From an optimization exercise on the open Yosys and OpenROAD flow, aimed at small area, a short achievable clock period and few clock cycles per item; shortcuts taken in it are not production practice. At most, simulation tests tie the RTL to the original design; equivalence was not proved. The RTL of runs 5 and 6 was laid out without a check of its function. Power figures rest on the tool's default switching activity, not on a simulated workload.

==> flow/design.v <==
package hps_pkg;
  localparam int unsigned MAX_DISTANCE = 2560;
  localparam logic [7:0] PULSE_LEVEL = 8'd210;
  localparam logic [8:0] T_ON1_END   = 9'd45;
  localparam logic [8:0] T_OFF1_END  = 9'd165;
  localparam logic [8:0] T_ON2_END   = 9'd210;
  localparam logic [8:0] T_OFF2_END  = 9'd470;
  localparam logic [14:0] RESET_THRESHOLD = 15'd13;
  localparam logic [15:0] RESET_COOLDOWN  = 16'd500;
  localparam logic FUNC_TICK   = 1'b0;
  localparam logic FUNC_PACKET = 1'b1;
endpackage
module hps_cfg_regs (
  input  logic        clk_i,
  input  logic        rst_ni,
  input  logic        cfg_valid_i,
  output logic        cfg_ready_o,
  input  logic        cfg_index_i,
  input  logic [15:0] cfg_data_i,
  output logic [14:0] thr_o,
  output logic [15:0] cool_o
);
  assign cfg_ready_o = 1'b1;
  always_ff @(posedge clk_i or negedge rst_ni) begin
    if (!rst_ni) begin
      thr_o  <= hps_pkg::RESET_THRESHOLD;
      cool_o <= hps_pkg::RESET_COOLDOWN;
    end else if (cfg_valid_i) begin
      if (cfg_index_i) cool_o <= cfg_data_i;
      else             thr_o  <= cfg_data_i[14:0];
    end
  end
endmodule
module hps_step (
  input  logic [14:0] thr_i,
  input  logic [15:0] distance_i,
  output logic        near_o,     
  output logic [7:0]  t_o,
  output logic        e_o
);
  logic [14:0] mag;
  logic        far;
  logic        c;
  logic [17:0] m, v, z;
  assign mag = distance_i[14:0];
  always_comb begin
    c = 1'b0;
    for (int i = 0; i < 15; i++) c = (mag[i] & ~thr_i[i]) | ((mag[i] | ~thr_i[i]) & c);
  end
  assign near_o = !distance_i[15] && !c;
  assign far = distance_i[15] || (mag[14:12] != 3'd0) || (mag[11] && (mag[10] || mag[9]));
  assign m   = {6'd0, mag[11:0]};
  assign v   = (m << 4) + m;       
  assign z   = (v << 1) + v;       
  assign t_o = z[16:9] | {8{far}};
  assign e_o = (mag[8:0] != 9'd0) && !far;
endmodule
module haptic_pattern_sequencer (
  input  logic               clk_i,
  input  logic               rst_ni,
  input  logic               cfg_valid_i,
  output logic               cfg_ready_o,
  input  logic [0:0]         cfg_index_i,
  input  logic [15:0]        cfg_data_i,
  input  logic               in_valid_i,
  output logic               in_stall_o,
  input  logic               func_i,
  input  logic signed [15:0] distance_i,
  output logic               out_valid_o,
  input  logic               out_stall_i,
  output logic [7:0]         motor_level_o,
  output logic               level_written_o,
  output logic               pattern_active_o,
  output logic               pattern_started_o
);
  logic [14:0] thr;
  logic [15:0] cool;
  hps_cfg_regs u_cfg (
    .clk_i       (clk_i),
    .rst_ni      (rst_ni),
    .cfg_valid_i (cfg_valid_i),
    .cfg_ready_o (cfg_ready_o),
    .cfg_index_i (cfg_index_i[0]),
    .cfg_data_i  (cfg_data_i),
    .thr_o       (thr),
    .cool_o      (cool)
  );
  logic ir_v, p_v, k_v, go_q, out_v;
  logic mv, bv, adv, fire, accept;
  assign mv         = !k_v;                      
  assign bv         = k_v || p_v;                
  assign adv        = !out_v || !out_stall_i;    
  assign fire       = adv && bv;
  assign in_stall_o = !go_q;      
  assign accept     = in_valid_i && !k_v;
  always_ff @(posedge clk_i or negedge rst_ni) begin
    if (!rst_ni) begin
      ir_v  <= 1'b0;
      p_v   <= 1'b0;
      k_v     <= 1'b0;
      go_q    <= 1'b1;
      out_v   <= 1'b0;
    end else begin
      if (mv) begin
        ir_v <= accept;
        p_v  <= ir_v;
      end
      k_v     <= bv && !adv;
      go_q    <= !(bv && !adv);
      if (adv) out_v <= bv;
    end
  end
  logic        ir_func;
  logic [15:0] ir_dist;
  logic        d_near, d_e;
  logic [7:0]  d_t;
  logic        p_func, p_near, p_e, k_func, k_near, k_e;
  logic [7:0]  p_t, k_t;
  hps_step u_step (
    .thr_i      (thr),
    .distance_i (ir_dist),
    .near_o     (d_near),
    .t_o        (d_t),
    .e_o        (d_e)
  );
  always_ff @(posedge clk_i) begin
    if (mv) begin
      ir_func <= func_i;
      ir_dist <= distance_i;
      p_func  <= ir_func;
      p_near  <= d_near;
      p_t     <= d_t;
      p_e     <= d_e;
      k_func  <= p_func;
      k_near  <= p_near;
      k_t     <= p_t;
      k_e     <= p_e;
    end
  end
  logic        b_func, b_near;
  logic [7:0]  b_t, b_guide;
  logic        b_e;
  logic [16:0] since_q, since_inc;
  logic        gt_q, gt_next;
  logic        active_q;
  logic [7:0]  level_q;
  logic        written_q, started_q;
  logic        tick, trans, start;
  logic [8:0]  t;
  assign b_func  = k_v ? k_func  : p_func;
  assign b_near  = k_v ? k_near  : p_near;
  assign b_t     = k_v ? k_t     : p_t;
  assign b_e     = k_v ? k_e     : p_e;
  assign b_guide = ~(b_t + {7'd0, b_e});
  assign tick      = (b_func == hps_pkg::FUNC_TICK);
  assign t         = since_q[8:0];
  always_comb begin
    logic c;
    for (int k = 0; k < 17; k += 4) begin
      c = &(since_q | ~((17'd1 << k) - 17'd1));
      for (int i = k; i < k + 4 && i < 17; i++) begin
        since_inc[i] = since_q[i] ^ c;
        c = c & since_q[i];
      end
    end
    if (since_q[16]) since_inc = since_q;
  end
  always_comb begin
    logic g;
    g = bv && tick;
    for (int i = 0; i < 16; i++) g = (since_q[i] & ~cool[i]) | ((since_q[i] | ~cool[i]) & g);
    gt_next = since_q[16] | g;
  end
  assign trans = tick && active_q &&
                 (t == hps_pkg::T_ON1_END - 9'd1 || t == hps_pkg::T_OFF1_END - 9'd1 ||
                  t == hps_pkg::T_ON2_END - 9'd1 || t == hps_pkg::T_OFF2_END - 9'd1);
  assign start = bv && !tick && b_near && !active_q && gt_q;
  always_ff @(posedge clk_i or negedge rst_ni) begin
    if (!rst_ni) begin
      since_q  <= '0;
      gt_q     <= 1'b0;
      active_q <= 1'b0;
      level_q  <= '0;
    end else begin
      if (adv) gt_q <= !start && gt_next;
      if (fire) begin
        since_q <= start ? 17'd0 : (tick ? since_inc : since_q);
        if (tick) begin
          if (trans) begin
            level_q  <= (t == hps_pkg::T_OFF1_END - 9'd1) ? hps_pkg::PULSE_LEVEL : 8'd0;
            active_q <= (t != hps_pkg::T_OFF2_END - 9'd1);
          end
        end else if (!active_q) begin
          level_q  <= start ? hps_pkg::PULSE_LEVEL : b_guide;
          active_q <= start;
        end
      end
    end
  end
  always_ff @(posedge clk_i) begin
    if (fire) begin
      written_q <= tick ? trans : !active_q;
      started_q <= start;
    end
  end
  assign out_valid_o       = out_v;
  assign motor_level_o     = level_q;
  assign level_written_o   = written_q;
  assign pattern_active_o  = active_q;
  assign pattern_started_o = started_q;
endmodule
==> flow/flow/run.sh <==
#!/bin/bash
# Standard layout, with the smallest buffer on each port, and a clock tree of larger sink
# clusters without dummy loads.
set -euo pipefail
bash standard.sh \
  "BUFFER_PORTS_ARGS=-buffer_cell sky130_fd_sc_hd__buf_1" \
  "CTS_ARGS=-sink_clustering_enable -repair_clock_nets -dont_use_dummy_load -buf_list {sky130_fd_sc_hd__clkbuf_4 sky130_fd_sc_hd__clkbuf_8} -sink_clustering_size 40 -sink_clustering_max_diameter 60" \
  "SETUP_SLACK_MARGIN=6.05" \
  finish > standard_flow.log 2>&1
==> flow/standard.sh <==
#!/bin/bash
# synth_recipe.tcl (not shown) runs the flow's synth.tcl, then flattens the netlist and writes it again
# the make line also repeats each setting of config.mk as NAME=value (left out here)
make -C /OpenROAD-flow-scripts/flow DESIGN_CONFIG=/design/flow/config.mk WORK_HOME=/design/flow/orfs CLKGATE_MAP_FILE= SYNTH_SCRIPT=/design/flow/synth_recipe.tcl "${@:-finish}"
==> flow/config.mk <==
export PLATFORM = sky130hd
export DESIGN_NAME = haptic_pattern_sequencer
export DESIGN_NICKNAME = haptic_pattern_sequencer
export VERILOG_FILES = /design/flow/design.v
export SDC_FILE = /design/flow/constraint.sdc
export NUM_CORES = 4
export LEC_CHECK = 0
export ABC_AREA = 1
export CAP_MARGIN = 20
export CORE_MARGIN = 2
export CORE_UTILIZATION = 70
export SETUP_SLACK_MARGIN = 5
export SLEW_MARGIN = 20
==> flow/constraint.sdc <==
create_clock -name core_clock -period 9.5 [get_ports {clk_i}]
set_input_delay 1.9000 -clock core_clock [delete_from_list [all_inputs] [get_ports {clk_i}]]
set_output_delay 1.9000 -clock core_clock [all_outputs]
set_load 0.01 [all_outputs]
==> results of run 1 <==
[registers in the layout, indices dropped and copies added, names as in the netlist, 8 cells and up]
signal / cells
p_t: 8
k_t: 8
u_cfg.thr_o: 15
ir_dist: 16
level_q: 8
u_cfg.cool_o: 16
since_q: 17
[cells in the mapped netlist (2+ instances only)]
master	instances	share of area [%]
or2_2	11	1.2
nor2_1	30	2.0
dfrtp_1	53	23
a21oi_1	29	2.6
o21bai_1	4	0.53
ha_1	38	8.4
a32o_1	2	0.35
nand4_1	8	0.88
o22ai_1	11	1.2
buf_2	2	0.18
dfxtp_1	11	3.9
nand3b_1	2	0.27
nor3_1	2	0.18
dfstp_2	10	4.6
xor2_1	9	1.4
xnor2_1	2	0.31
inv_1	122	8.1
o31ai_1	5	0.66
nand2_2	3	0.33
clkbuf_1	7	0.46
nand3_1	24	2.1
o21ai_0	68	6.0
nand2_1	154	10
inv_2	3	0.20
a31oi_1	4	0.44
a22o_1	2	0.31
edfxtp_1	30	16
o21ai_1	3	0.27
nor2_2	2	0.22
nor4_1	3	0.33
[path summary, 6_finish.rpt]
check                           cells past startpoint         end  slack, ns  startpoint
worst max-delay path                               17      p_t[7]       6.22  ir_dist[0]
worst min-delay path                                2      k_t[0]       0.46      p_t[0]
worst max register to register                     17      p_t[7]       6.22  ir_dist[0]
worst min register to register                      2      k_t[0]       0.46      p_t[0]
max in group asynchronous                           2  since_q[6]       7.25      rst_ni
min in group asynchronous                           2  level_q[2]       1.69      rst_ni
[per-layer routing]
| layer | vias to the layer above | GRT usage [%] | wire (µm) |
|---|---|---|---|
| met5 | - | 0 | 0 |
| met4 | 0 | 8.57 | 227 |
| met3 | 24 | 5.14 | 724 |
| met2 | 159 | 48.5 | 5600 |
| met1 | 2106 | 35.8 | 4930 |
| li1 | 2301 | - | - |
[cells by family (layout without fill, tap and decap cells)]
kind of cell / count (synthesis) / in the layout / share of synthesized area [%]
and+or+nand+nor: 242 / 242 / 18.3
AOI/OAI and AO/OA: 137 / 137 / 13.7
buffers and inverters: 137 / 195 / 9.36
DFF: 104 / 104 / 47.9
adders and majority gates: 39 / 39 / 8.76
xor gates and xnor gates: 11 / 11 / 1.70
other: 1 / 1 / 0.0663
muxes: 1 / 1 / 0.177
[through the flow]
stage | std cells | instance area, µm² | utilization [%] | total power, W | hold slack (ns)
final | 832 | 6150 | 79.2 | 0.00168 | 0.456
after global routing | 832 | 6150 | 79.2 | 0.00183 | 0.471
after CTS | 824 | 6060 | 78.0 | 0.00161 | 0.455
after detailed placement | 815 | 5930 | 76.3 | 0.00139 | 0.435
after global placement | 815 | 5930 | 76.3 | 0.00135 | 0.413
after floorplan | 672 | 5660 | - | 0.00122 | 0.400
[final cells by class]
cell class | instances | area, µm²
flip-flops and latches | 104 | 2710
multi-input cells | 431 | 2450
fillers | 543 | 1620
inverters | 126 | 474
repair buffers | 60 | 260
well taps | 102 | 128
clock buffers | 9 | 124
[power by group]
part	switching [W]	internal, W	leakage (nW)	total [W]
Combinational	0.000511	0.000313	1.79	0.000824
Sequential	0.0000682	0.000574	1.16	0.000642
Clock	0.000130	0.0000855	0.0647	0.000216
[worst min-delay path: stages (launching register included)]
cell and delay (ns):
edfxtp_1 0.32, nand2_1 0.05, nand2_1 0.08
[repair_timing]
action / 4_1_cts / 5_1_grt
setup endpoints to repair: 1 / 3
resized for setup: 1 / 7
pin swaps: 0 / 2
buffers inserted: 0 / 8
hold buffers: 0 / 0
==> impl_results.md, run 1 <==
* Total Routing Usage GR at 28.0%
* Synth async-reset ratio at 60.6%
* FF+latch count, synth at 104
* H-tree lvl count at 3
* Clk_skew at 0.0289 ns
* Die outline width at 93.9 µm
* DRC viols at 0
* Initial antenna violation count at 0
* Most common library cell in the layout ignoring fill and taps: nand2_1
* Top library cells by usage in the layout, fill and taps aside: 154 x nand2_1, 122 x inv_1, 67 x o21ai_0
* Clock Sinks at 104
* Arrival time worst endpoint at 3.34 ns
* Initial cell density of the core at 72.8%
* Minimum clock period at 3.28 ns
* Req. time, crit path at 9.56 ns
* Global-route wire length before repair at 19400 µm
* Accumulated negative setup slack at 0 ns
* Setup slack at placement at 5.93 ns
* Clock buffers created by TritonCTS at 9
* Nature of the critical path endpoint: flip-flop
* Post-synthesis instance area at 5660 µm²
* Top Ports at 53
* Standard cell core area at 7770 µm²
* Clock latency on the worst-skew pair at 0.36 ns
* Critical path's slowest cell: edfxtp_1
* Total nets after synthesis at 750
* Aggregate routed wire length at 11500 µm
* Share of post-route cells with drive strength above 1 at 8.36%
* Die area at 8820 µm²
* Total congestion overflow at 0
* Number of rows in the core area at 32
* Slew at the pin closest to its max-slew limit at 0.887 ns
* Initial DRT Pass Iterations at 5
* Layout overhead on the synthesized area at 8.74%
* Relative max-transition margin at 40.3%
* Count of flip-flops with a built-in enable after synthesis at 30
* Number of hold violations in the final report at 0
* Proportion of synthesized chip area in sequential cells at 47.9%
* Dominant delay contributor by cell family on the critical path: compound AO/OA/AOI/OAI gates
* Floorplan die height at 93.9 µm
* Via count of the first global-routing pass at 4426
* Unrepaired setup endpoints after global routing: no
* Cell area power density at 273 nW/µm²
* Delay of the slowest critical-path stage at 0.44 ns
* Path class of the lowest-slack min-delay path: reg2reg
* Violation count after the first detailed-route iteration at 318
* Average wire per cell in the routed design at 13.8 µm
* Vias at 4590
* TritonCTS clock tree: built
* Total of warnings raised by yosys at 3
* Cells along the critical path: ha_1, fa_2, a21oi_1, o21bai_1, a21oi_1, o21bai_1, xor2_1, inv_1, ha_1, a21oi_2, o21ai_2, nand3_1, nand2_1, a21oi_2, inv_1, nand2_1, nand3_1
* Maximum ir drop on the vdd rail at 0.203 mV
* Critical Setup Path Class: reg2reg
* Result of the run: finished clean
* Post-DP HPWL at 8570 µm
* Post-route worst setup slack at 6.22 ns
* Final nets at 810
* Number of buffers and inverters on the critical path at 2
* Number of instances in the synthesized netlist at 672
* Number of distinct library cells after synthesis at 48
* Critical-path maximum fanout at 5
* Nature of the critical path startpoint: flip-flop
* Most instantiated flip-flop cell in the synthesis netlist: dfrtp_1
* ANT nets after route at 0
* FMAX at 0.304 GHz
* Avg Inst Size Synth at 8.42 µm²
* Total of max-cap violations at 0
* Number of setup violations in the final report at 0
* Crit share post-route at 34.6%
* Count of final max-slew check failures at 0
* IO buf count at 51
* Number of buffers on the longest clock path at 2
* Largest net degree at the start of global routing at 64
* Cell chosen for the clock root: clkbuf_8
* Vias per Instance at 5.52
* Placer's final routability congestion estimate at 0.857
* Count of antenna diodes in the layout at 0
* Reg clk slew, reported paths at 0.10 ns
* Pleak at 3.01 nW
Testbench counts, summed over its fixed seeds: cycles 32,024, beats 32,000.
==> run 2, diff against run 1 <==
--- a/flow/config.mk
+++ b/flow/config.mk
@@ -5,7 +5,6 @@
 export SDC_FILE = /design/flow/constraint.sdc
 export NUM_CORES = 4
 export LEC_CHECK = 0
-export ABC_AREA = 1
 export CAP_MARGIN = 20
 export CORE_MARGIN = 2
 export CORE_UTILIZATION = 70
==> impl_results.md, run 2 <==
* Accumulated negative setup slack at 0 ns (unchanged)
* Post-DP HPWL at 8400 µm (-1.9%)
* Average wire per cell in the routed design at 17.9 µm (+30%)
* TritonCTS clock tree: built
* Count of antenna diodes in the layout at 0 (unchanged)
* Crit share post-route at 36.9% (+2.3 points)
* Reg clk slew, reported paths at 0.08 ns (-0.02 ns)
* Total Routing Usage GR at 27.4% (-0.51 points)
* Minimum clock period at 3.51 ns (+0.221 ns)
* Final nets at 667 (-18%)
* Top library cells by usage in the layout, fill and taps aside: 53 x dfrtp_1, 50 x buf_1, 45 x mux2_2
* Placer's final routability congestion estimate at 0.936 (+9.2%)
* Relative max-transition margin at 34.8% (-5.5 points)
* Avg Inst Size Synth at 11.0 µm² (+31%)
* Share of post-route cells with drive strength above 1 at 22.3% (+14 points)
* Largest cells by area after synthesis: dfrtp_1 24%, edfxtp_1 16%, mux2_2 9.0%, ha_1 8.4%, dfstp_2 4.7%
* FMAX at 0.285 GHz (-6.3%)
* Clock buffers created by TritonCTS at 9 (unchanged)
* Violation count after the first detailed-route iteration at 291 (-8.5%)
* Clk_skew at 0.0342 ns (+0.00528 ns)
* Post-route non-filler standard cell count at 689 (-17%)
* Initial cell density of the core at 72.5% (-0.31 points)
* Initial DRT Pass Iterations at 5 (unchanged)
* Power after layout at 0.00196 W (+17%)
* Critical-path maximum fanout at 4 (-1)
* Vias at 4311 (-6.1%)
* Count of final max-slew check failures at 0 (unchanged)
* Pleak at 2.71 nW (-10%)
* Number of hold violations in the final report at 0 (unchanged)
* Number of setup violations in the final report at 0 (unchanged)
* Dominant cell by count in the synthesized netlist: dfrtp_1
* Hold-fix buffer count after cts at 0 (unchanged)
* Req. time, crit path at 9.60 ns (+0.04 ns)
* Synth async-reset ratio at 60.6% (unchanged)
* Post-synthesis instance area at 5630 µm² (-0.42%)
* Largest register by flop count: since_q
* Largest net degree at the start of global routing at 64 (unchanged)
* Switching pwr at 0.000804 W (+13%)
* Critical Setup Path Class: reg2reg
* Final core area utilization at 82.3% (+3.1 points)
* FF+latch count, synth at 104 (unchanged)
* Path class of the lowest-slack min-delay path: reg2reg
* H-tree lvl count at 3 (unchanged)
* Nature of the critical path startpoint: flip-flop
* Number of buffers on the longest clock path at 2 (unchanged)
* Combined flip-flop and latch cell area at 2710 µm² (unchanged)
* Clock power share at 11.1% (-1.7 points)
* Switching portion of total power at 41.0% (-1.2 points)
* Initial antenna violation count at 0 (unchanged)
* Internal power summed over all cells at 0.00116 W (+19%)
* Clock latency on the worst-skew pair at 0.36 ns (about the same)
* Depth of the worst register-to-register path at 13 (-4)
* ANT nets after route at 0 (unchanged)
* Proportion of synthesized chip area in sequential cells at 48.1% (+0.20 points)
* Standard cell core area at 7770 µm² (unchanged)
* Largest register FFs at 17 (unchanged)
* IO buf count at 51 (unchanged)
* Cell count after placement at 658 (-19%)
* WHS Path Cells at 1 (-1)
* Global-route wire length before repair at 18900 µm (-2.8%)
* Arrival time worst endpoint at 3.60 ns (+0.26 ns)
* Most instantiated flip-flop cell in the synthesis netlist: dfrtp_1
* Unrepaired setup endpoints after global routing: yes
* Count of flip-flops with a built-in enable after synthesis at 30 (unchanged)
* Die area at 8780 µm² (-0.40%)
* Total of warnings raised by yosys at 3 (unchanged)
* Vias per Instance at 6.26 (+13%)
* Top cells by count, synth: 53 x dfrtp_1, 45 x mux2_2, 41 x inv_1
* Number of distinct library cells after synthesis at 60 (+25%)
* Maximum ir drop on the vdd rail at 0.198 mV (-2.1%)
* Cell area power density at 307 nW/µm² (+12%)
* Top Ports at 53 (unchanged)
* Slew at the pin closest to its max-slew limit at 0.972 ns (+0.0854 ns)
* Register share of total power at 32.7% (-5.5 points)
* Total congestion overflow at 0 (unchanged)
* Most common library cell in the layout ignoring fill and taps: dfrtp_1
* Logic pwr share at 56.2% (+7.2 points)
* Area share of the leading cell type in the synthesized netlist at 23.5% (+0.099 points)
* Clock Sinks at 104 (unchanged)
* Total area of multi-input combinational cells at 2900 µm² (+18%)
* Aggregate routed wire length at 12300 µm (+7.3%)
* Floorplan die height at 93.7 µm (-0.20%)
* Largest registers ranked by flip-flop count: since_q: 17 flops, ir_dist: 16 flops, u_cfg.cool_o: 16 flops
* Total of max-cap violations at 0 (unchanged)
* Result of the run: finished clean
* Cell chosen for the clock root: clkbuf_8
* Die outline width at 93.7 µm (-0.20%)
* Total nets after synthesis at 589 (-21%)
* Number of rows in the core area at 32 (unchanged)
* Cell type with the highest aggregate area in the netlist: dfrtp_1
* Layout overhead on the synthesized area at 13.5%
* DRC viols at 0 (unchanged)
* Number of instances in the synthesized netlist at 511 (-24%)
* Via count of the first global-routing pass at 4097 (-7.4%)
* Layout fillers at 474 (-13%)
* Nature of the critical path endpoint: flip-flop
[run 2: changes by cell type after synthesis, moves of 9 or more]
cell	change
nand2_1	-122
nand2b_1	+9
o21ai_0	-41
nand3_1	-14
nor2b_1	+9
or2_2	-10
xnor2_1	+13
o22ai_1	-9
mux2_2	+45
inv_1	-81
a22o_1	+10
[run 2: layout make-up]
type	instances	share of cell area [%]
Sequential cell	104	42.4
Timing Repair Buffer	76	5.95
Tap cell	102	2.00
Inverter	41	2.41
Clock buffer	9	1.94
Multi-Input combinational cell	357	45.3
[run 2: timing repair]
item,CTS,global route
pin swaps,3,24
buffers inserted,6,16
gates resized for setup,5,32
endpoints found under the setup margin,3,10
[run 2: critical path, stage by stage, from the launching register on]
cell and delay [ns]:
edfxtp_1 0.45, buf_4 0.20, ha_4 0.26, a21oi_1 0.28, o21ai_0 0.16, or2_2 0.36
xnor2_2 0.25, ha_4 0.21, nor3_2 0.06, a211oi_2 0.33, nand3_1 0.15, a21oi_2 0.22
o31ai_2 0.08, o31a_1 0.25
[run 2: cells by family after synthesis]
family	after synthesis	share of synthesized area, %
and+or+nand+nor	131	12.1
DFF	104	48.1
AOI/OAI and AO/OA	102	12.0
adders and majority gates	51	11.0
buffers and inverters	50	3.47
muxes	48	9.53
xor gates and xnor gates	24	3.73
other	1	0.0666
[run 2: power by group through the flow]
stage	Combinational [W]	Clock, W	Sequential (W)
after floorplan	0.000686	0	0.000622
after global placement	0.000808	0	0.000648
after detailed placement	0.000854	0	0.000653
after CTS	0.000907	0.000220	0.000642
after global routing	0.00119	0.000238	0.000652
final	0.00110	0.000217	0.000642
[run 2: routing by layer]
| layer | share of wire, % | track usage (%) |
|---|---|---|
| met1 | 43 | 36.8 |
| met2 | 49 | 46.0 |
| met3 | 4.8 | 3.45 |
| met4 | 3.3 | 10.1 |
| met5 | 0 | 0 |
[run 2: worst paths after layout]
kind                              endpoint  startpoint  slack [ns]
max in group asynchronous  u_cfg.thr_o[14]      rst_ni        7.28
max                                 p_t[7]  ir_dist[7]        5.99
min reg2reg                         k_near      p_near        0.48
max reg2reg                         p_t[7]  ir_dist[7]        5.99
min                                 k_near      p_near        0.48
min in group asynchronous      since_q[13]      rst_ni        1.69
[run 2: through the flow]
| stage | cell area, µm² | hold WS, ns | worst slack (ns) |
|---|---|---|---|
| after global routing | 6390 | 0.503 | 5.80 |
| after detailed placement | 5930 | 0.464 | 5.79 |
| after floorplan | 5630 | 0.400 | 6.11 |
| final | 6390 | 0.479 | 5.99 |
| after global placement | 5930 | 0.456 | 5.92 |
| after CTS | 6130 | 0.482 | 6.06 |
==> run 3, diff against run 2 <==
--- a/flow/config.mk
+++ b/flow/config.mk
@@ -5,8 +5,9 @@
 export SDC_FILE = /design/flow/constraint.sdc
 export NUM_CORES = 4
 export LEC_CHECK = 0
+export ABC_AREA = 1
 export CAP_MARGIN = 20
 export CORE_MARGIN = 2
-export CORE_UTILIZATION = 70
+export CORE_UTILIZATION = 60
 export SETUP_SLACK_MARGIN = 5
 export SLEW_MARGIN = 20
==> impl_results.md, run 3 <==
* TritonCTS clock tree: built
* Number of distinct library cells after synthesis at 48 (-20%)
* Clk_skew at 0.0296 ns (-0.00466 ns)
* Initial DRT Pass Iterations at 4 (-1)
* Global-route wire length before repair at 19100 µm (+1.2%)
* Most instantiated flip-flop cell in the synthesis netlist: dfrtp_1
* DRC viols at 0 (unchanged)
* Pleak at 3.04 nW (+12%)
* Number of setup violations in the final report at 0 (unchanged)
* Register share of total power at 37.6% (+4.9 points)
* Post-DP HPWL at 8500 µm (+1.1%)
* Largest register by flop count: since_q
* Number of hold violations in the final report at 0 (unchanged)
* Relative max-transition margin at 30.0% (-4.8 points)
* Vias at 4450 (+3.2%)
* Via count of the first global-routing pass at 4280 (+4.5%)
* Number of rows in the core area at 35 (+9.4%)
* Largest net degree at the start of global routing at 64 (unchanged)
* Standard cell core area at 9200 µm² (+18%)
* H-tree lvl count at 3 (unchanged)
* Clock power share at 12.7% (+1.6 points)
* Top library cells by usage in the layout, fill and taps aside: 153 x nand2_1, 122 x inv_1, 67 x o21ai_0
* Clock buffers created by TritonCTS at 9 (unchanged)
* Total of max-cap violations at 0 (unchanged)
* Top cells by count, synth: 154 x nand2_1, 122 x inv_1, 68 x o21ai_0
* Share of post-route cells with drive strength above 1 at 9.39% (-13 points)
* Clock latency on the worst-skew pair at 0.37 ns (about the same)
* FF+latch count, synth at 104 (unchanged)
* Nature of the critical path endpoint: flip-flop
* Floorplan die height at 101 µm (+7.9%)
* Placer's final routability congestion estimate at 0.876 (-6.3%)
* Cell count after placement at 824 (+25%)
* Crit share post-route at 34.1% (-2.8 points)
* Total nets after synthesis at 750 (+27%)
* Initial antenna violation count at 0 (unchanged)
* Violation count after the first detailed-route iteration at 131 (-55%)
* Layout fillers at 779 (+64%)
* Initial cell density of the core at 61.5% (-11 points)
* Minimum clock period at 3.24 ns (-0.263 ns)
* Cell area power density at 274 nW/µm² (-11%)
* Result of the run: finished clean
* Aggregate routed wire length at 11500 µm (-6.7%)
* Number of instances in the synthesized netlist at 672 (+32%)
* Cell chosen for the clock root: clkbuf_8
* Cells along the critical path: buf_1, nand2_1, inv_1, nor2_1, inv_1, nor2_2, nand2_2, clkinv_2, nor2_1, inv_2, o21ai_0
* Unrepaired setup endpoints after global routing: no
* Number of buffers on the longest clock path at 2 (unchanged)
* Largest register FFs at 17 (unchanged)
* Reg clk slew, reported paths at 0.10 ns (+0.02 ns)
* ANT nets after route at 0 (unchanged)
* Path class of the lowest-slack min-delay path: reg2reg
* Switching pwr at 0.000706 W (-12%)
* Proportion of synthesized chip area in sequential cells at 47.9% (-0.20 points)
* Accumulated negative setup slack at 0 ns (unchanged)
* Largest cells by area after synthesis: dfrtp_1 23%, edfxtp_1 16%, nand2_1 10%, ha_1 8.4%, inv_1 8.1%
* IO buf count at 51 (unchanged)
* Final core area utilization at 67.7% (-15 points)
* Total congestion overflow at 0 (unchanged)
* Count of flip-flops with a built-in enable after synthesis at 30 (unchanged)
* Arrival time worst endpoint at 3.48 ns (-0.12 ns)
* Critical Setup Path Class: in2reg
* Total of warnings raised by yosys at 3 (unchanged)
* Cell type with the highest aggregate area in the netlist: dfrtp_1
* Nature of the critical path startpoint: primary input
* Most common library cell in the layout ignoring fill and taps: nand2_1
* Largest registers ranked by flip-flop count: since_q: 17 flops, ir_dist: 16 flops, u_cfg.cool_o: 16 flops
* Avg Inst Size Synth at 8.42 µm² (-24%)
* Die outline width at 101 µm (+7.9%)
* Critical path's slowest cell: nor2_1
* Count of antenna diodes in the layout at 0 (unchanged)
* Clock Sinks at 104 (unchanged)
* Switching portion of total power at 41.4% (+0.40 points)
* Hold-fix buffer count after cts at 0 (unchanged)
* Synth async-reset ratio at 60.6% (unchanged)
* Dominant cell by count in the synthesized netlist: nand2_1
* Top Ports at 53 (unchanged)
* Post-synthesis instance area at 5660 µm² (+0.42%)
* Internal power summed over all cells at 0.00100 W (-14%)
* Delay of the slowest critical-path stage at 0.32 ns (-0.13 ns)
* Layout overhead on the synthesized area at 10.0%
* Req. time, crit path at 9.74 ns (+0.14 ns)
* Final nets at 815 (+22%)
* Total Routing Usage GR at 23.8% (-3.6 points)
* Logic pwr share at 49.7% (-6.5 points)
* Critical-path maximum fanout at 16 (+12)
* Count of final max-slew check failures at 0 (unchanged)
* Average wire per cell in the routed design at 13.6 µm (-24%)
* Slew at the pin closest to its max-slew limit at 1.04 ns (+0.0690 ns)
* FMAX at 0.308 GHz (+8.1%)
* Area share of the leading cell type in the synthesized netlist at 23.4% (-0.099 points)
* Die area at 10200 µm² (+16%)
* Maximum ir drop on the vdd rail at 0.176 mV (-11%)
* Post-route non-filler standard cell count at 846 (+23%)
* Vias per Instance at 5.26 (-16%)
[run 3: cell types whose count changed after synthesis, sizes merged, moves of 12 or more]
cell   delta
nand2   +125
inv      +84
mux2     -45
o21ai    +43
nand3    +14
xnor2    -13
maj3     -12
[run 3: logic make-up after synthesis]
family	share of synthesized area (%)
buffers and inverters	9.36
flip-flops	47.9
multiplexers	0.177
XOR/XNOR	1.70
adder cells (fa/ha/maj)	8.76
AND/OR/NAND/NOR	18.3
other	0.0663
AO/OA/AOI/OAI	13.7
[run 3: stage by stage]
| stage | setup WS (ns) | hold WS [ns] | power, W | instance area [µm²] |
|---|---|---|---|---|
| detailed placement | 5.91 | 0.421 | 0.00138 | 5940 |
| finish | 6.26 | 0.444 | 0.00171 | 6220 |
| floorplan | 6.37 | 0.400 | 0.00122 | 5660 |
| CTS | 6.12 | 0.445 | 0.00160 | 6060 |
| global route | 6.01 | 0.459 | 0.00189 | 6220 |
| global placement | 6.05 | 0.405 | 0.00136 | 5940 |
[run 3: power by group through the flow]
| stage | Clock, W | Sequential (W) | Combinational (W) |
|---|---|---|---|
| 5_1_grt | 0.000241 | 0.000655 | 0.000991 |
| 4_1_cts | 0.000225 | 0.000644 | 0.000733 |
| 3_3_place_gp | 0 | 0.000649 | 0.000707 |
| 3_5_place_dp | 0 | 0.000652 | 0.000728 |
| 6_report | 0.000218 | 0.000642 | 0.000848 |
| 2_1_floorplan | 0 | 0.000640 | 0.000576 |
[run 3: layout make-up]
cell class	count	area (µm²)	share of cell area (%)
clock buffer	9	124	1.99
multi-input combinational	431	2480	39.8
inverter	126	474	7.62
timing repair buffer	65	298	4.78
tap	111	139	2.23
sequential	104	2710	43.5
[run 3: critical path, delay by kind of cell]
family	cells	cell delay [ns]
compound gates	1	0.09
buf+inv	5	0.67
simple gates	5	0.81
[run 3: repair_timing]
action,4_1_cts,5_1_grt
setup endpoints to repair,0,4
resized for setup,0,11
setup buffers,0,13
[run 3: per-layer routing]
| metal | track usage (%) | vias up | part of all wire (%) |
|---|---|---|---|
| li1 | - | 2302 | - |
| met4 | 8.63 | 0 | 1.8 |
| met5 | 0 | - | 0 |
| met2 | 39.8 | 83 | 49 |
| met1 | 30.9 | 2048 | 46 |
| met3 | 4.58 | 17 | 3.8 |
[run 3: final timing paths]
kind / to / slack, ns / depth (start not counted) / startpoint
worst max-delay path: since_q[10] / 6.26 / 11 / out_stall_i
worst min-delay path: p_func / 0.44 / 0 / ir_func
worst max register to register: p_t[7] / 6.27 / 17 / ir_dist[1]
worst min register to register: p_func / 0.44 / 0 / ir_func
max in group asynchronous: u_cfg.thr_o[14] / 7.24 / 2 / rst_ni
min in group asynchronous: level_q[0] / 1.68 / 2 / rst_ni
==> run 4, diff against run 3 <==
==> flow/flow/run.sh (replaced) <==
#!/bin/bash
# Standard layout, with the smallest buffer on each port, and a clock tree of larger sink
# clusters without dummy loads.
set -euo pipefail
bash standard.sh \
  "BUFFER_PORTS_ARGS=-buffer_cell sky130_fd_sc_hd__buf_1" \
  "CTS_ARGS=-sink_clustering_enable -repair_clock_nets -dont_use_dummy_load -buf_list {sky130_fd_sc_hd__clkbuf_4 sky130_fd_sc_hd__clkbuf_8} -sink_clustering_size 100 -sink_clustering_max_diameter 200" \
  finish > standard_flow.log 2>&1
--- a/flow/config.mk
+++ b/flow/config.mk
@@ -5,9 +5,9 @@
 export SDC_FILE = /design/flow/constraint.sdc
 export NUM_CORES = 4
 export LEC_CHECK = 0
-export ABC_AREA = 1
 export CAP_MARGIN = 20
 export CORE_MARGIN = 2
-export CORE_UTILIZATION = 60
+export CORE_UTILIZATION = 70
+export CTS_BUF_LIST = sky130_fd_sc_hd__clkbuf_4 sky130_fd_sc_hd__clkbuf_8
 export SETUP_SLACK_MARGIN = 5
 export SLEW_MARGIN = 20
==> impl_results.md, run 4 <==
* Result of the run: finished clean
* Unrepaired setup endpoints after global routing: no
* Total nets after synthesis at 589 (-21%)
* Worst hold slack at 0.479 ns (+0.0351 ns)
* Register share of total power at 37.4% (-0.2 points)
* Cell chosen for the clock root: clkbuf_8
* Area share of the leading cell type in the synthesized netlist at 23.5% (+0.099 points)
* Total of max-cap violations at 0 (unchanged)
* Area fraction in compound gates after synthesis at 12.0% (-1.8 points)
* Nature of the critical path endpoint: flip-flop
* Adder and majority gate portion of the synthesized area at 11.0% (+2.3 points)
* Avg Inst Size Synth at 11.0 µm² (+31%)
* Req. time, crit path at 9.60 ns (-0.14 ns)
* Switching portion of total power at 40.3% (-1.0 points)
* Number of instances in the synthesized netlist at 511 (-24%)
* Via count of the first global-routing pass at 4033 (-5.8%)
* Number of distinct library cells after synthesis at 60 (+25%)
* Layout fillers at 542 (-30%)
* Switching pwr at 0.000696 W (-1.4%)
* Post-route worst setup slack at 5.67 ns (-0.589 ns)
* Cell area power density at 285 nW/µm² (+3.8%)
* Setup slack at placement at 5.79 ns (-0.126 ns)
* Proportion of synthesized chip area in sequential cells at 48.1% (+0.20 points)
* Most common library cell in the layout ignoring fill and taps: dfrtp_1
* Count of antenna diodes in the layout at 0 (unchanged)
* Accumulated negative setup slack at 0 ns (unchanged)
* Cell type with the highest aggregate area in the netlist: dfrtp_1
* Post-synthesis mux area share at 9.53% (+9.4 points)
* TritonCTS clock tree: built
* Post-route non-filler standard cell count at 667 (-21%)
* Logic pwr share at 50.2% (+0.5 points)
* Initial antenna violation count at 0 (unchanged)
* FMAX at 0.261 GHz (-15%)
* DRC viols at 0 (unchanged)
* Number of setup violations in the final report at 0 (unchanged)
* ANT nets after route at 0 (unchanged)
* Post-synthesis instance area at 5630 µm² (-0.42%)
* Largest cells by area after synthesis: dfrtp_1 24%, edfxtp_1 16%, mux2_2 9.0%, ha_1 8.4%, dfstp_2 4.7%
* Clock Sinks at 104 (unchanged)
* Vias per Instance at 6.09 (+16%)
* Critical-path maximum fanout at 5 (-11)
* Post-Synth Simple-Gate Area at 12.1% (-6.2 points)
* Most instantiated flip-flop cell in the synthesis netlist: dfrtp_1
* Total congestion overflow at 0 (unchanged)
* Largest register FFs at 17 (unchanged)
* Clock latency on the worst-skew pair at 0.36 ns (about the same)
* Critical Setup Path Class: reg2reg
* Number of rows in the core area at 32 (-8.6%)
* Standard cell core area at 7770 µm² (-16%)
* Total Routing Usage GR at 26.7% (+2.9 points)
* Total of warnings raised by yosys at 3 (unchanged)
* Minimum clock period at 3.83 ns (+0.589 ns)
* Largest registers ranked by flip-flop count: since_q: 17 flops, ir_dist: 16 flops, u_cfg.cool_o: 16 flops
* H-tree lvl count at 3 (unchanged)
* Slew at the pin closest to its max-slew limit at 0.974 ns (-0.0666 ns)
* Dominant cell by count in the synthesized netlist: dfrtp_1
* Average wire per cell in the routed design at 16.4 µm (+21%)
* Nature of the critical path startpoint: flip-flop
* Largest register by flop count: since_q
* Top Ports at 53 (unchanged)
* Post-synthesis share of cell area spent on xor and xnor gates at 3.73% (+2.0 points)
* Count of flip-flops with a built-in enable after synthesis at 30 (unchanged)
* Aggregate routed wire length at 10900 µm (-5.0%)
* Crit share post-route at 40.3% (+6.2 points)
* Largest net degree at the start of global routing at 64 (unchanged)
* Relative max-transition margin at 34.6% (+4.7 points)
* Final nets at 645 (-21%)
* Initial cell density of the core at 72.5% (+11 points)
* Maximum ir drop on the vdd rail at 0.160 mV (-9.2%)
* Internal power summed over all cells at 0.00103 W (+2.9%)
* Number of hold violations in the final report at 0 (unchanged)
* Cell count after placement at 658 (-20%)
* FF+latch count, synth at 104 (unchanged)
* Floorplan die height at 93.7 µm (-7.3%)
* Setup fix buffers added after clock tree synthesis at 0 (unchanged)
* Combined flip-flop and latch cell area at 2710 µm² (unchanged)
* Violation count after the first detailed-route iteration at 281 (+110%)
* Synth async-reset ratio at 60.6% (unchanged)
* Clock power share at 12.4% (-0.3 points)
* Placer's final routability congestion estimate at 0.936 (+6.8%)
* Arrival time worst endpoint at 3.93 ns (+0.45 ns)
* Combinational family with the most area after synthesis: simple AND/OR/NAND/NOR gates
* Post-DP HPWL at 8400 µm (-1.1%)
* Total area of multi-input combinational cells at 2730 µm² (+10%)
* Global-route wire length before repair at 18400 µm (-3.8%)
* Initial DRT Pass Iterations at 5 (+1)
* Pleak at 2.58 nW (-15%)
* Post-cts gate resize count at 0 (unchanged)
* Die outline width at 93.7 µm (-7.3%)
* Share of post-route cells with drive strength above 1 at 14.2% (+4.8 points)
* Clk_skew at 0.0350 ns (+0.00541 ns)
* Path class of the lowest-slack min-delay path: reg2reg
* IO buf count at 51 (unchanged)
* Top cells by count, synth: 53 x dfrtp_1, 45 x mux2_2, 41 x inv_1
* Layout overhead on the synthesized area at 7.55%
* Clock buffers created by TritonCTS at 9 (unchanged)
* Die area at 8780 µm² (-14%)
* Hold-fix buffer count after cts at 0 (unchanged)
* Vias at 4061 (-8.7%)
* Top library cells by usage in the layout, fill and taps aside: 53 x dfrtp_1, 50 x buf_1, 45 x mux2_2
* Count of final max-slew check failures at 0 (unchanged)
* Number of buffers on the longest clock path at 2 (unchanged)
* Reg clk slew, reported paths at 0.08 ns (-0.02 ns)
==> run 4: cell count changes in the layout (fill, tap and decap cells not counted), sizes merged, moves of 13 or more <==
cell	delta
o21ai	-43
nand3	-14
mux2	+45
nand2	-125
xnor2	+13
inv	-85
==> run 4: critical path, stage by stage (launching register included) <==
cell,delay [ns]
edfxtp_1,0.47
ha_1,0.25
fa_1,0.44
a211oi_1,0.34
o21bai_1,0.12
a21oi_1,0.18
xnor2_1,0.11
ha_1,0.38
o21ai_0,0.15
a211oi_1,0.41
nand3_1,0.13
a21oi_1,0.24
o31ai_1,0.11
o31a_1,0.25
==> run 4: cells by family after synthesis <==
| family | Yosys count |
|---|---|
| adders and majority gates | 51 |
| muxes | 48 |
| and+or+nand+nor | 131 |
| AOI/OAI and AO/OA | 102 |
| DFF | 104 |
| other | 1 |
| xor gates and xnor gates | 24 |
| buffers and inverters | 50 |
==> run 4: final cells by class <==
cell class | count | share of cell area (%)
clock buffer | 9 | 2.04
inverter | 41 | 2.54
multi-input combinational | 357 | 45.0
sequential | 104 | 44.7
tap | 102 | 2.11
timing repair buffer | 54 | 3.55
==> run 4: worst paths after layout <==
kind / start / to / slack, ns / cells after the start
worst max-delay path: ir_dist[4] / p_t[7] / 5.67 / 13
worst min-delay path: p_near / k_near / 0.48 / 1
worst max register to register: ir_dist[4] / p_t[7] / 5.67 / 13
worst min register to register: p_near / k_near / 0.48 / 1
max in group asynchronous: rst_ni / u_cfg.thr_o[14] / 7.27 / 2
min in group asynchronous: rst_ni / since_q[13] / 1.69 / 2
==> run 4: power by group through the flow <==
stage	Sequential, W	Combinational [W]	Clock (W)
after floorplan	0.000622	0.000686	0
after CTS	0.000644	0.000858	0.000220
after global routing	0.000658	0.000968	0.000238
after detailed placement	0.000653	0.000854	0
after global placement	0.000648	0.000808	0
final	0.000646	0.000866	0.000214
==> run 4: through the flow <==
stage / area, µm² / util, % / total power [W]
after global routing: 6060 / 78.0 / 0.00186
after floorplan: 5630 / - / 0.00131
after CTS: 6060 / 78.0 / 0.00172
final: 6060 / 78.0 / 0.00173
after detailed placement: 5930 / 76.4 / 0.00151
after global placement: 5930 / 76.4 / 0.00146
==> run 4: layer usage <==
layer  part of all wire [%]  track usage (%)
met5                      0                0
met2                     49             44.5
met3                    4.8             3.45
met1                     45             35.7
met4                    2.0             10.1
==> run 5, diff against run 4 <==
--- a/flow/design.v
+++ b/flow/design.v
@@ -35,25 +35,23 @@
   input  logic [14:0] thr_i,
   input  logic [15:0] distance_i,
   output logic        near_o,     
-  output logic [7:0]  t_o,
-  output logic        e_o
+  output logic        far_o,
+  output logic        e_o,
+  output logic [15:0] v_o
 );
   logic [14:0] mag;
-  logic        far;
   logic        c;
-  logic [17:0] m, v, z;
+  logic [15:0] m;
   assign mag = distance_i[14:0];
   always_comb begin
     c = 1'b0;
     for (int i = 0; i < 15; i++) c = (mag[i] & ~thr_i[i]) | ((mag[i] | ~thr_i[i]) & c);
   end
   assign near_o = !distance_i[15] && !c;
-  assign far = distance_i[15] || (mag[14:12] != 3'd0) || (mag[11] && (mag[10] || mag[9]));
-  assign m   = {6'd0, mag[11:0]};
-  assign v   = (m << 4) + m;       
-  assign z   = (v << 1) + v;       
-  assign t_o = z[16:9] | {8{far}};
-  assign e_o = (mag[8:0] != 9'd0) && !far;
+  assign far_o = distance_i[15] || (mag[14:12] != 3'd0) || (mag[11] && (mag[10] || mag[9]));
+  assign e_o   = (mag[8:0] != 9'd0) && !far_o;
+  assign m     = {4'd0, mag[11:0]};
+  assign v_o   = (m << 4) + m;     
 endmodule
 module haptic_pattern_sequencer (
   input  logic               clk_i,
@@ -110,27 +108,33 @@
       if (adv) out_v <= bv;
     end
   end
-  logic        ir_func;
-  logic [15:0] ir_dist;
-  logic        d_near, d_e;
-  logic [7:0]  d_t;
+  logic        d_near, d_far, d_e;
+  logic [15:0] d_v;
+  logic        ir_func, ir_near, ir_far, ir_e;
+  logic [15:0] ir_v3;
+  logic [16:0] z;
   logic        p_func, p_near, p_e, k_func, k_near, k_e;
   logic [7:0]  p_t, k_t;
   hps_step u_step (
     .thr_i      (thr),
-    .distance_i (ir_dist),
+    .distance_i (distance_i),
     .near_o     (d_near),
-    .t_o        (d_t),
-    .e_o        (d_e)
+    .far_o      (d_far),
+    .e_o        (d_e),
+    .v_o        (d_v)
   );
+  assign z = {ir_v3, 1'b0} + {1'b0, ir_v3};
   always_ff @(posedge clk_i) begin
     if (mv) begin
       ir_func <= func_i;
-      ir_dist <= distance_i;
+      ir_near <= d_near;
+      ir_far  <= d_far;
+      ir_e    <= d_e;
+      ir_v3   <= d_v;
       p_func  <= ir_func;
-      p_near  <= d_near;
-      p_t     <= d_t;
-      p_e     <= d_e;
+      p_near  <= ir_near;
+      p_t     <= z[16:9] | {8{ir_far}};
+      p_e     <= ir_e;
       k_func  <= p_func;
       k_near  <= p_near;
       k_t     <= p_t;
==> flow/flow/run.sh (replaced) <==
#!/bin/bash
# Standard layout, with the smallest buffer on each port, and a clock tree of larger sink
# clusters without dummy loads.
set -euo pipefail
bash standard.sh \
  "BUFFER_PORTS_ARGS=-buffer_cell sky130_fd_sc_hd__buf_1" \
  "CTS_ARGS=-sink_clustering_enable -repair_clock_nets -dont_use_dummy_load -buf_list {sky130_fd_sc_hd__clkbuf_4 sky130_fd_sc_hd__clkbuf_8} -sink_clustering_size 40 -sink_clustering_max_diameter 60" \
  finish > standard_flow.log 2>&1
==> impl_results.md, run 5 <==
* Result of the run: finished clean
* Average wire per cell in the routed design at 15.7 µm (-4.3%)
* Relative max-transition margin at 47.8% (+13 points)
* Cell area after layout at 5970 µm² (-1.5%)
* Post-route worst setup slack at 5.29 ns (-0.376 ns)
* Number of buffers on the longest clock path at 2 (unchanged)
* Share of post-route cells with drive strength above 1 at 12.5% (-1.7 points)
* Count of final max-slew check failures at 0 (unchanged)
* Clock latency on the worst-skew pair at 0.37 ns (about the same)
* Clock Sinks at 107 (+2.9%)
* Number of distinct library cells after synthesis at 53 (-12%)
* Total stage count of the critical path at 11 (-2)
* Layout overhead on the synthesized area at 7.68%
* Sum of met3 wire segment lengths after detailed routing at 491 µm (-6.8%)
* Worst-case register-to-register setup slack at 6.18 ns (+0.51 ns)
* Accumulated negative setup slack at 0 ns (unchanged)
* Violation count after the first detailed-route iteration at 143 (-49%)
* Hold-fix buffer count after cts at 0 (unchanged)
* Worst setup path startpoint: distance_i[1]
* Delay of the slowest critical-path stage at 0.39 ns (-0.08 ns)
* Req. time, crit path at 9.61 ns (about the same)
* Largest register FFs at 17 (unchanged)
* Cell chosen for the clock root: clkbuf_8
* Aggregate routed wire length at 10100 µm (-7.3%)
* Post-Synth Simple-Gate Area at 11.1% (-1.0 points)
* Number of instances in the synthesized netlist at 491 (-3.9%)
* DRC viols at 0 (unchanged)
* Cells along the critical path: buf_1, inv_1, maj3_1, maj3_1, maj3_1, o31a_1, or4b_1, maj3_1, a221oi_1, o22ai_1, o311ai_0
* Pleak at 2.53 nW (-2.2%)
* Die area at 8640 µm² (-1.6%)
* Cell area power density at 230 nW/µm² (-19%)
* Vias per Instance at 5.88 (-3.5%)
* Origin of the critical flop-to-flop path: k_v
* Synth async-reset ratio at 58.9% (-1.7 points)
* Total Routing Usage GR at 25.6% (-1.1 points)
* Post-cts gate resize count at 0 (unchanged)
* Cell type with the highest aggregate area in the netlist: dfrtp_1
* Largest cells by area after synthesis: dfrtp_1 24%, edfxtp_1 18%, ha_1 8.4%, mux2_2 7.1%, dfstp_2 4.7%
* FF+latch count, synth at 107 (+2.9%)
* Top Ports at 53 (unchanged)
* Final nets at 623 (-3.4%)
* Dominant delay contributor by cell family on the critical path: adder cells
* Nature of the critical path startpoint: primary input
* Met2 wire length at 4930 µm (-7.1%)
* Die outline width at 93.0 µm (-0.78%)
* Vias at 3796 (-6.5%)
* Total of max-cap violations at 0 (unchanged)
* Cell repeated most along the worst path: maj3_1
* Minimum clock period at 4.21 ns (+0.376 ns)
* Setup fix buffers added after clock tree synthesis at 0 (unchanged)
* Global-route wire length before repair at 17300 µm (-6.0%)
* Placer's final routability congestion estimate at 0.854 (-8.7%)
* Top cells by count, synth: 53 x dfrtp_1, 38 x inv_1, 37 x ha_1
* Clk_skew at 0.0210 ns (-0.0140 ns)
* H-tree lvl count at 3 (unchanged)
* Critical-path maximum fanout at 4 (-1)
* IO buf count at 51 (unchanged)
* Number of hold violations in the final report at 0 (unchanged)
* Initial DRT Pass Iterations at 4 (-1)
* Number of setup violations in the final report at 0 (unchanged)
* Number of buffers and inverters on the critical path at 2 (+2)
* Total nets after synthesis at 568 (-3.6%)
* Adder and majority gate portion of the synthesized area at 11.7% (+0.68 points)
* Via count of the first global-routing pass at 3706 (-8.1%)
* Critical Setup Path Class: in2reg
* Maximum ir drop on the vdd rail at 0.118 mV (-26%)
* End of the worst register-to-register path: gt_q
* Post-synthesis mux area share at 7.83% (-1.7 points)
* Unrepaired setup endpoints after global routing: no
* Post-synthesis instance area at 5540 µm² (-1.6%)
* Nature of the critical path endpoint: flip-flop
* Post-route non-filler standard cell count at 646 (-3.1%)
* Critical path's slowest cell: maj3_1
* Initial antenna violation count at 0 (unchanged)
* Slew at the pin closest to its max-slew limit at 0.783 ns (-0.192 ns)
* Crit share post-route at 44.3% (+4.0 points)
* Setup slack at placement at 4.92 ns (-0.870 ns)
* Top library cells by usage in the layout, fill and taps aside: 53 x dfrtp_1, 50 x buf_1, 37 x inv_1, 37 x ha_1, 35 x mux2_2
* Total of warnings raised by yosys at 3 (unchanged)
* Last element of the critical path: ir_near
* Floorplan die height at 93.0 µm (-0.78%)
* Combinational family with the most area after synthesis: compound AO/OA/AOI/OAI gates
* Clock buffers created by TritonCTS at 9 (unchanged)
* Avg Inst Size Synth at 11.3 µm² (+2.4%)
* Highest metal layer used by the detailed router: met4
* Largest register by flop count: since_q
* Arrival time worst endpoint at 4.32 ns (+0.39 ns)
* Count of antenna diodes in the layout at 0 (unchanged)
* Standard cell core area at 7690 µm² (-1.0%)
* Most instantiated flip-flop cell in the synthesis netlist: dfrtp_1
* TritonCTS clock tree: built
* Total congestion overflow at 0 (unchanged)
* Initial cell density of the core at 72.1% (-0.43 points)
* Reg clk slew, reported paths at 0.10 ns (+0.02 ns)
* Post-DP HPWL at 7680 µm (-8.6%)
* Proportion of synthesized chip area in sequential cells at 50.5% (+2.4 points)
* Layout fillers at 529 (-2.4%)
* Dominant cell by count in the synthesized netlist: dfrtp_1
* Area fraction in compound gates after synthesis at 11.9% (-0.028 points)
* Largest net degree at the start of global routing at 64 (unchanged)
* Most common library cell in the layout ignoring fill and taps: dfrtp_1
* Depth of the worst register-to-register path at 10 (-3)
* Area share of the leading cell type in the synthesized netlist at 23.9% (+0.39 points)
* Path class of the lowest-slack min-delay path: reg2reg
* Post-synthesis share of cell area spent on xor and xnor gates at 3.32% (-0.41 points)
* Power after layout at 0.00137 W (-20%)
* ANT nets after route at 0 (unchanged)
* Number of rows in the core area at 32 (unchanged)
* Count of flip-flops with a built-in enable after synthesis at 33 (+10%)
* Cell count after placement at 637 (-3.2%)
* Placed standard-cell area at 5840 µm² (-1.5%)
* FMAX at 0.238 GHz (-8.9%)
* Largest registers ranked by flip-flop count: since_q: 17 flops, ir_v3: 16 flops, u_cfg.cool_o: 16 flops
* Post-route met1 wirelength at 4480 µm (-7.9%)
## run 5: layout make-up
| cell class | count | area [µm²] | share of cell area (%) |
|---|---|---|---|
| Multi-Input combinational cell | 334 | 2550 | 42.7 |
| Timing Repair Buffer | 55 | 223 | 3.73 |
| Inverter | 39 | 146 | 2.45 |
| Clock buffer | 9 | 124 | 2.08 |
| Sequential cell | 107 | 2800 | 46.9 |
| Tap cell | 102 | 128 | 2.14 |
## run 5: power by group
group | leakage, nW | switching, W | internal [W]
sequential | 1.18 | 0.0000715 | 0.000599
clock | 0.0647 | 0.000131 | 0.0000853
combinational | 1.28 | 0.000277 | 0.000210
## run 5: worst min path at each step
stage	start	end	slack, ns	depth (start not counted)
4_1_cts	ir_near	p_near	0.43	0
2_1_floorplan	ir_e	p_e	0.40	0
5_1_grt	ir_near	p_near	0.44	0
3_5_place_dp	ir_near	p_near	0.41	0
6_report	ir_near	p_near	0.43	0
3_3_place_gp	ir_e	p_e	0.41	0
## run 5: logic make-up (layout without fill, tap and decap cells)
kind of cell | count (synthesis) | in the layout
AND/OR/NAND/NOR | 117 | 117
flip-flops | 107 | 107
AO/OA/AOI/OAI | 102 | 102
adder cells (fa/ha/maj) | 54 | 54
buffers and inverters | 50 | 103
multiplexers | 39 | 39
XOR/XNOR | 21 | 21
other | 1 | 1
## run 5: per-layer routing
layer  vias to the layer above  global-route usage [%]
li1                       1866                       -
met4                         0                    8.46
met5                         -                       0
met3                        25                    4.83
met2                       110                    43.0
met1                      1795                    33.7
## run 5: stage by stage
step / hold WS (ns) / util (%)
after floorplan: 0.400 / -
after global placement: 0.407 / 76.0
after detailed placement: 0.409 / 76.0
after CTS: 0.433 / 77.6
after global routing: 0.438 / 77.6
final: 0.432 / 77.6
==> run 6, diff against run 5 <==
--- a/flow/config.mk
+++ b/flow/config.mk
@@ -5,6 +5,7 @@
 export SDC_FILE = /design/flow/constraint.sdc
 export NUM_CORES = 4
 export LEC_CHECK = 0
+export ABC_AREA = 1
 export CAP_MARGIN = 20
 export CORE_MARGIN = 2
 export CORE_UTILIZATION = 70
==> impl_results.md, run 6 <==
* Minimum clock period at 3.71 ns (-0.500 ns)
* Most common library cell in the layout ignoring fill and taps: nand2_1
* TritonCTS clock tree: built
* Violation count after the first detailed-route iteration at 194 (+36%)
* Power after layout at 0.00136 W (-0.70%)
* Nature of the critical path endpoint: flip-flop
* Largest net degree at the start of global routing at 64 (unchanged)
* DRC viols at 0 (unchanged)
* Avg Inst Size Synth at 8.73 µm² (-23%)
* Setup fix buffers added after clock tree synthesis at 0 (unchanged)
* Die outline width at 94.0 µm (+1.1%)
* Clk_skew at 0.0302 ns (+0.00922 ns)
* Vias at 4361 (+15%)
* Largest registers ranked by flip-flop count: since_q: 17 flops, ir_v3: 16 flops, u_cfg.cool_o: 16 flops
* Share of post-route cells with drive strength above 1 at 5.74% (-6.8 points)
* Number of buffers and inverters on the critical path at 3 (+1)
* Proportion of synthesized chip area in sequential cells at 49.4% (-1.1 points)
* Total congestion overflow at 0 (unchanged)
* Dominant delay contributor by cell family on the critical path: adder cells
* Top Ports at 53 (unchanged)
* Global-route wire length before repair at 18700 µm (+8.6%)
* Total Routing Usage GR at 27.2% (+1.6 points)
* Top library cells by usage in the layout, fill and taps aside: 156 x nand2_1, 119 x inv_1, 59 x o21ai_0
* Accumulated negative setup slack at 0 ns (unchanged)
* Number of distinct library cells after synthesis at 47 (-11%)
* Floorplan die height at 94.0 µm (+1.1%)
* Total of warnings raised by yosys at 3 (unchanged)
* Cells along the critical path: buf_1, ha_1, inv_1, fa_1, o21ai_0, a21oi_1, inv_1, a21oi_1, nor2_1, o21ai_0, nand2_1, nand2_1, xor2_1
* Number of setup violations in the final report at 0 (unchanged)
* Count of final max-slew check failures at 0 (unchanged)
* Nature of the critical path startpoint: primary input
* Count of flip-flops with a built-in enable after synthesis at 33 (unchanged)
* Synth async-reset ratio at 58.9% (unchanged)
* Via count of the first global-routing pass at 4236 (+14%)
* Layout fillers at 568 (+7.4%)
* FMAX at 0.270 GHz (+13%)
* Unrepaired setup endpoints after global routing: no
* Aggregate routed wire length at 10900 µm (+7.3%)
* Critical Setup Path Class: in2reg
* Final nets at 776 (+25%)
* Vias per Instance at 5.46 (-7.1%)
* Worst hold slack at 0.416 ns (-0.0163 ns)
* IO buf count at 51 (unchanged)
* Total nets after synthesis at 726 (+28%)
* Die area at 8830 µm² (+2.2%)
* Maximum ir drop on the vdd rail at 0.132 mV (+12%)
* Arrival time worst endpoint at 3.80 ns (-0.52 ns)
* Largest register FFs at 17 (unchanged)
* Clock Sinks at 107 (unchanged)
* Total of max-cap violations at 0 (unchanged)
* Cell type with the highest aggregate area in the netlist: dfrtp_1
* Most instantiated flip-flop cell in the synthesis netlist: dfrtp_1
* Post-synthesis instance area at 5670 µm² (+2.3%)
* Cell area power density at 226 nW/µm² (-2.0%)
* Number of instances in the synthesized netlist at 649 (+32%)
* Reg clk slew, reported paths at 0.10 ns (about the same)
* Critical path's slowest cell: fa_1
* FF+latch count, synth at 107 (unchanged)
* Initial antenna violation count at 0 (unchanged)
* Cell chosen for the clock root: clkbuf_8
* Number of hold violations in the final report at 0 (unchanged)
* Clock latency on the worst-skew pair at 0.37 ns (about the same)
* Initial cell density of the core at 73.0% (+0.88 points)
* Top cells by count, synth: 156 x nand2_1, 119 x inv_1, 59 x o21ai_0
* Critical-path maximum fanout at 5 (+1)
* Number of buffers on the longest clock path at 2 (unchanged)
* ANT nets after route at 0 (unchanged)
* Largest register by flop count: since_q
* Area share of the leading cell type in the synthesized netlist at 23.4% (-0.53 points)
* Post-DP HPWL at 8190 µm (+6.6%)
* Delay of the slowest critical-path stage at 0.39 ns (about the same)
* Relative max-transition margin at 35.6% (-12 points)
* Pleak at 2.96 nW (+17%)
* Path class of the lowest-slack min-delay path: reg2reg
* Largest cells by area after synthesis: dfrtp_1 23%, edfxtp_1 17%, nand2_1 10%, ha_1 8.2%, inv_1 7.9%
* Post-cts gate resize count at 0 (unchanged)
* Dominant cell by count in the synthesized netlist: nand2_1
* Layout overhead on the synthesized area at 6.64%
* Req. time, crit path at 9.59 ns (-0.02 ns)
* Standard cell core area at 7770 µm² (+1.0%)
* Hold-fix buffer count after cts at 0 (unchanged)
* Placer's final routability congestion estimate at 0.871 (+2.0%)
* Crit share post-route at 39.0% (-5.3 points)
* Result of the run: finished clean
* Slew at the pin closest to its max-slew limit at 0.964 ns (+0.181 ns)
* Clock buffers created by TritonCTS at 9 (unchanged)
* Initial DRT Pass Iterations at 5 (+1)
* H-tree lvl count at 3 (unchanged)
* Number of rows in the core area at 32 (unchanged)
* Average wire per cell in the routed design at 13.6 µm (-13%)
* Count of antenna diodes in the layout at 0 (unchanged)
-- run 6: cell count changes in the layout (fill, tap and decap cells not counted), moves of 11 or more --
| cell | previous run | this run |
|---|---|---|
| a22o_1 | 11 | 0 |
| inv_1 | 37 | 119 |
| maj3_1 | 12 | 0 |
| mux2_2 | 35 | 0 |
| nand2_1 | 33 | 156 |
| nand2b_1 | 14 | 0 |
| nor2b_1 | 12 | 0 |
| o21ai_0 | 26 | 59 |
| o22ai_1 | 2 | 23 |
-- run 6: worst paths after layout --
| kind | start | end | slack (ns) | cells past startpoint |
|---|---|---|---|---|
| max in group asynchronous | rst_ni | u_cfg.thr_o[12] | 7.28 | 2 |
| setup reg to reg | k_v | since_q[7] | 6.76 | 11 |
| setup / recovery | distance_i[4] | ir_v3[14] | 5.79 | 13 |
| hold / removal | ir_e | p_e | 0.42 | 0 |
| min in group asynchronous | rst_ni | level_q[2] | 1.68 | 2 |
| hold reg to reg | ir_e | p_e | 0.42 | 0 |
-- run 6: metal layers --
metal,vias up,wire [µm],GRT usage [%]
met5,-,0,0
met4,0,199,8.57
met3,20,523,5.54
met2,114,5360,47.2
met1,2023,4780,34.2
li1,2204,-,-
-- run 6: final cells by class --
class,count,area [µm²],area share [%]
inverters,121,457,7.56
multi-input cells,408,2340,38.6
clock buffers,9,124,2.05
repair buffers,52,200,3.31
well taps,102,128,2.11
flip-flops and latches,107,2800,46.3
-- run 6: logic make-up (layout without fill, tap and decap cells) --
kind of cell | after synthesis | after routing | share of synthesized area [%]
buffers and inverters | 134 | 182 | 9.38
multiplexers | 1 | 1 | 0.177
flip-flops | 107 | 107 | 49.4
adder cells (fa/ha/maj) | 38 | 38 | 8.52
XOR/XNOR | 18 | 18 | 2.78
other | 1 | 1 | 0.0662
AND/OR/NAND/NOR | 222 | 222 | 16.8
AO/OA/AOI/OAI | 128 | 128 | 12.8
-- run 6: per-stage QoR --
step                instance area [µm²]  cells  utilization [%]  setup WS [ns]
finish                             6040    799             77.8           5.79
global route                       6040    799             77.8           5.60
CTS                                6040    799             77.8           5.83
detailed placement                 5920    790             76.2           5.48
global placement                   5920    790             76.2           5.54
floorplan                          5670    649                -           5.89
-- run 6: worst register-to-register path: stages (launching register included) --
cell and delay, ns:
dfrtp_1 0.75, inv_4 0.37, nand2_4 0.15, nand2_4 0.08, nor2_1 0.13, nand4_2 0.18
inv_2 0.15, nor2_2 0.08, nor2_2 0.14, nand2_1 0.12, o21ai_2 0.28, o22ai_1 0.15
-- run 6: power by group --
group	leakage (nW)	internal (W)	switching (W)	total [W]
Combinational	1.70	0.000173	0.000309	0.000482
Clock	0.0647	0.0000854	0.000130	0.000216
Sequential	1.19	0.000599	0.0000665	0.000666
Total	2.96	0.000857	0.000506	0.00136

==> re-timing with driven ports <==
The flow's constraints put no driver on any port. The routed layouts listed below were extracted and timed again, unchanged, in two steps. Step 1: set_driving_cell puts a clkbuf_16 on clk_i and a buf_2 on each other input, an assumption about the parent block. Step 2 moves the port delays by t, midway between the first and last clock arrival at a register: inputs arrive t later, outputs are due t later. That takes back most of the time a late clock gives input paths. a / b / c = ideal / step 1 / step 2; a / b = the first two.
run | shift t [ns] | slack for setup (ns) | worst register clock-pin slew, ns
run 1 | 0.378 | 6.215 / 6.215 / 5.869 | 0.10 / 0.10
run 2 | 0.379 | 5.994 / 5.994 / 5.843 | 0.11 / 0.11
run 3 | 0.389 | 6.257 / 6.268 / 5.879 | 0.10 / 0.10
run 4 | 0.374 | 5.668 / 5.668 / 5.668 | 0.10 / 0.10
run 5 | 0.391 | 5.293 / 5.305 / 4.914 | 0.10 / 0.10
run 6 | 0.386 | 5.793 / 5.804 / 5.418 | 0.10 / 0.10
After both steps every run listed still meets setup and hold. For run 5, which loses most, drivers alone change the setup slack by +0.012 ns; drivers and shift together by -0.379 ns.
